This is an optimization exercise on Yosys and OpenROAD, whose aim is small area, a short achievable clock period and few clock cycles, not a production implementation. RTL that was checked went through simulation tests only; none was proved equivalent to the original. Power is estimated from default activity; no workload was simulated.

## keyword_source_lexer
module keyword_source_lexer #(
   parameter int MAX_TEXT_LEN = 65536
) (
   input  wire logic         clock,
   input  wire logic         reset,
   input  wire logic         req_valid,
   output logic             req_stall,
   input  wire logic [8:0]   req_data,
   output logic             rsp_valid,
   input  wire logic         rsp_stall,
   output logic [45:0]      rsp_data,
   input  wire logic         csr_we,
   input  wire logic [16:0]  csr_wdata
);
For scale: ~1700 cells after synthesis, roughly 160 flip-flops, ~79 I/O pins, about 12000 µm² of cells after synthesis.
export LEC_CHECK = 0
export ABC_AREA = 1
export CAP_MARGIN = 20
export CORE_MARGIN = 2
export CORE_UTILIZATION = 40
export CTS_BUF_LIST = sky130_fd_sc_hd__clkbuf_8
export SETUP_SLACK_MARGIN = 5
export SLEW_MARGIN = 20
create_clock -name core_clock -period 8.5 [get_ports {clock}]
standard.sh (not shown) runs the stock make flow with config.mk's settings and CLKGATE_MAP_FILE= SYNTH_SCRIPT=/design/flow/synth_recipe.tcl, a recipe that flattens the netlist after the stock synthesis.
==> flow/flow/run.sh <==
#!/bin/bash
# The standard layout, with the smallest buffer on each port instead of the
# default delay-cell buffer; repair still resizes port buffers where timing needs it
set -euo pipefail
export BUFFER_PORTS_ARGS="-buffer_cell sky130_fd_sc_hd__buf_1"
bash standard.sh finish > standard_finish.log 2>&1
Testbench counts at the start, summed over its fixed seeds: cycles 146,983.
Next try:
--- a/flow/design.v
+++ b/flow/design.v
@@ -421,42 +421,54 @@
    localparam int CL_ALPHA = 9;     
    localparam int CL_DIGIT = 8;
    localparam int CL_QUOTE = 7;
    localparam int CL_NL    = 6;
    localparam int CL_SLASH = 5;
    localparam int CL_STAR  = 4;
    localparam int CL_EQ    = 3;
    localparam int CL_GT    = 2;
    localparam int CL_PEND  = 1;     
    localparam int CL_OP    = 0;     
-   function automatic logic [CL_W-1:0] classify(input logic [7:0] ch);
+   function automatic logic [3:0] class_code(input logic [7:0] ch);
       logic alpha, digit;
       alpha = ((ch >= "a") && (ch <= "z")) || ((ch >= "A") && (ch <= "Z")) || (ch == "_");
       digit = (ch >= "0") && (ch <= "9");
-      classify = {alpha || digit, alpha, digit, ch == "\"", ch == 8'd10, ch == "/", ch == "*",
-                  ch == "=", ch == ">",
-                  (ch == "/") || (ch == "=") || (ch == "!") || (ch == "<") || (ch == ">") ||
-                  (ch == "-"),
-                  single_kind(ch) != 6'd0};
+      class_code = 4'b1100;
+      if (alpha) class_code = 4'b0000;
+      if (digit) class_code = 4'b0001;
+      if (ch == "/") class_code = 4'b0100;
+      if (ch == "=") class_code = 4'b0101;
+      if (ch == ">") class_code = 4'b0110;
+      if ((ch == "!") || (ch == "<") || (ch == "-")) class_code = 4'b0111;
+      if (single_kind(ch) != 6'd0) class_code = 4'b1000;
+      if (ch == "*") class_code = 4'b1001;
+      if (ch == "\"") class_code = 4'b1101;
+      if (ch == 8'd10) class_code = 4'b1110;
+   endfunction
+   function automatic logic [CL_W-1:0] classes(input logic [3:0] cc);
+      classes = {cc[3:2] == 2'b00, cc[3:2] == 2'b00 && !cc[0], cc[3:2] == 2'b00 && cc[0],
+                 cc == 4'b1101, cc == 4'b1110, cc == 4'b0100, cc == 4'b1001,
+                 cc == 4'b0101, cc == 4'b0110, cc[3:2] == 2'b01, cc[3:2] == 2'b10};
    endfunction
    function automatic logic [15:0] cap4_of(input logic [16:0] l);
       if (l[16]) begin
          cap4_of = 16'd65531;
       end else if (l[15:0] == 16'd0) begin
          cap4_of = 16'hfffc;
       end else begin
          cap4_of = l[15:0] - 16'd5;
       end
    endfunction
    logic              in_v;
    logic [7:0]        c;
    logic              eot;
+   logic [3:0]        cc;
    logic [CL_W-1:0]   cl;
    logic              b_v;
    logic [8:0]        b_data;
    logic [8:0]        src;
    logic              load_a;
    logic [2:0]   mode_ff, mode_in;
    logic [2:0]   pend_ff, pend_in;
    logic         star_ff, star_in;
    logic [15:0]  start_ff, start_in;
    logic [5:0]   len_ff, len_in;
@@ -467,20 +479,21 @@
    logic [15:0]  cnt;                 
    logic         ovf_ff, ovf_in;      
    logic         near_ff, near_in;    
    logic         far_ff, far_in;      
    logic [15:0]  cap4_ff;             
    logic [15:0]  cap4_w;
    logic [2:0]   c_pend;
    logic [5:0]   c_kind, two_kind, flush_kind, flush_len;
    logic         flush_emits;
    assign c_kind   = single_kind(c);
+   assign cl       = classes(cc);
    assign cap4_w   = cap4_of(csr_wdata);
    logic         w_cap0, w_cap1, w_cap2;
    assign w_cap0   = (csr_wdata[16:1] == 16'd0);
    assign w_cap1   = (csr_wdata == 17'd2);
    assign w_cap2   = (csr_wdata == 17'd3);
    assign cnt      = zero_ff ? 16'd0 : last_index + 16'd1;
    logic         kw_hit;
    logic [10:0]  kw_f, kw_a;
    assign kw_hit = kwe_ff[5] && (c[4:0] == kwe_ff[4:0]) && c[6] && (c[5] || (kwe_ff[4:0] == 5'd31));
    assign kw_f   = kw_first(c);
@@ -671,21 +684,21 @@
          in_v <= 1'b0;
          b_v  <= 1'b0;
       end else if (load_a) begin
          in_v <= b_v || (req_valid && !req_stall);
          b_v  <= 1'b0;
       end else if (req_valid && !req_stall) begin
          b_v  <= 1'b1;
       end
       if (load_a) begin
          {c, eot} <= src;
-         cl       <= classify(src[8:1]);
+         cc       <= class_code(src[8:1]);
       end
       if (!req_stall) begin
          b_data <= req_data;
       end
    end
    always_comb begin
       zero_in = zero_ff;
       ovf_in  = ovf_ff;
       near_in = near_ff;
       far_in  = far_ff;
=> The changed run finished clean. Register-to-register slack is better by 0.04 ns. Fmax goes up slightly. Clock power went up by roughly a tenth. Hold slack gets better by 0.012 ns. Power goes up by a few percent. Die area fell slightly. Area after synthesis fell slightly. Critical path depth grows by 1.
Only the layout flow was run in the second run of this note; the RTL was not checked for function there.


Another version of the RTL of keyword_source_lexer (not shown whole).
Size: roughly 150 flip-flops, ~79 I/O pins, ~11000 µm² of cells after synthesis.
==> flow/config.mk <==
export PLATFORM = sky130hd
export DESIGN_NAME = keyword_source_lexer
export DESIGN_NICKNAME = keyword_source_lexer
export VERILOG_FILES = /design/flow/design.v
export SDC_FILE = /design/flow/constraint.sdc
export NUM_CORES = 4
export LEC_CHECK = 0
export ABC_AREA = 1
export CAP_MARGIN = 20
export CORE_MARGIN = 2
export CORE_UTILIZATION = 40
export CTS_BUF_LIST = sky130_fd_sc_hd__clkbuf_8
export SLEW_MARGIN = 20
==> flow/constraint.sdc <==
create_clock -name core_clock -period 8.5 [get_ports {clock}]
set_input_delay 1.7000 -clock core_clock [delete_from_list [all_inputs] [get_ports {clock}]]
set_output_delay 1.7000 -clock core_clock [all_outputs]
set_load 0.01 [all_outputs]
==> flow/flow/run.sh <==
#!/bin/bash
# The standard layout, with the smallest buffer on each port instead of the
# default delay-cell buffer, and timing repair aiming 5.65 ns below the clock period
set -euo pipefail
export BUFFER_PORTS_ARGS="-buffer_cell sky130_fd_sc_hd__buf_1"
export SETUP_SLACK_MARGIN=5.65
bash standard.sh finish > standard_finish.log 2>&1
Testbench counts at the start, summed over its fixed seeds: cycles 148,692.
Rerun with:
--- a/flow/design.v
+++ b/flow/design.v
@@ -531,22 +531,23 @@
          flush_len = 6'd1;
          if (pend_ff == PD_SLASH) flush_kind = 6'd43;
          if (pend_ff == PD_EQ)    flush_kind = 6'd38;
          if (pend_ff == PD_LT)    flush_kind = 6'd51;
          if (pend_ff == PD_GT)    flush_kind = 6'd52;
          if (pend_ff == PD_MINUS) flush_kind = 6'd40;
          flush_emits = (pend_ff != PD_BANG);
       end else begin
          flush_emits = 1'b0;
       end
    end
+   logic         quiet, tok_cont;
    logic         emit, split, step, take;
    logic [5:0]   w_kind, w_len;
    logic [15:0]  w_start;
    logic         w_ovf, w_last, w_end;
    always_comb begin
       logic do_flush, do_start;
       mode_in  = mode_ff;
       pos_in   = pos_ff;
       emit     = 1'b0;
       split    = 1'b0;
       w_end    = 1'b0;
@@ -635,30 +636,31 @@
             end else if (cl[CL_PEND]) begin
                mode_in  = LM_PEND;
             end else if (cl[CL_OP]) begin
                emit    = 1'b1;
                w_kind  = c_kind;
                w_start = pos_ff[15:0];
                w_len   = 6'd1;
             end
          end
       end
       w_last = !split;
-      step   = in_v && room;
+      step   = in_v && (room || quiet);
       take   = step && !split;
       push   = in_v && emit && room;
    end
    assign push_w    = {w_kind, cnt, w_start, w_len, w_ovf, w_last};
-   logic  tok_cont;
    assign tok_cont = ((mode_ff == LM_IDENT) && cl[CL_WORD]) || ((mode_ff == LM_NUMBER) && cl[CL_DIGIT]) ||
                      ((mode_ff == LM_STRING) && !cl[CL_QUOTE]);
+   assign quiet = !eot && (ovf_ff || pos_ff[16] || tok_cont || (mode_ff == LM_LINE) ||
+                           (mode_ff == LM_BLOCK) || ((mode_ff == LM_IDLE) && !cl[CL_OP]));
    always_comb begin
       pend_in  = c_pend;
       star_in  = (mode_ff == LM_BLOCK) && cl[CL_STAR];
       start_in = pos_ff[15:0];
       len_in   = cl[CL_QUOTE] ? 6'd0 : 6'd1;
       kw_in    = kw_f[9:5];
       kwe_in   = kw_f[4:0];
       if (tok_cont) begin
          len_in = (len_ff == 6'd63) ? len_ff : len_ff + 6'd1;
       end
       if (tok_cont && !((mode_ff == LM_STRING) && (len_ff == 6'd0))) begin
The changed run produced a clean layout.
Global-route usage stays flat.
Setup slack is worse by 31 ps.
Area after synthesis grows by 3.7%.
Wire length grows by 6.8%.
Cell count grows by 3.2%.
Clock skew grows by 4.8 ps.
For the second run of this note, only the layout was checked, not whether the RTL still works.

==> static timing again, ports no longer ideal <==
In the flow no input, the clock included, has a driving cell. The finished layouts below were timed again as built, in two steps. Step 1 (the two cells are an assumption about what drives the block):
set clk [get_ports {clock}]
set_driving_cell -lib_cell sky130_fd_sc_hd__clkbuf_16 $clk
set_driving_cell -lib_cell sky130_fd_sc_hd__buf_2 [delete_from_list [all_inputs] $clk]
Step 2 moves the port delays by t, midway between the first and last clock arrival at a register: inputs arrive t later, outputs are due t later. That takes back most of the time a late clock gives input paths. a / b / c = no drivers / after step 1 / after step 2; a / b = the first two.
run | shift t [ns] | setup slack, ns | slew at the worst register clock pin (ns)
the first run of note 1 | 0.510 | 5.167 / 5.167 / 4.903 | 0.09 / 0.09
the second run of note 1 | 0.493 | 5.206 / 5.206 / 4.924 | 0.10 / 0.10
the first run of note 2 | 0.498 | 5.702 / 5.656 / 5.237 | 0.09 / 0.09
the second run of note 2 | 0.495 | 5.671 / 5.671 / 5.259 | 0.10 / 0.10
After both steps setup and hold are still met in every run listed. For the first run of note 2, which loses most, drivers alone change the setup slack by -0.046 ns; drivers and shift together by -0.465 ns.
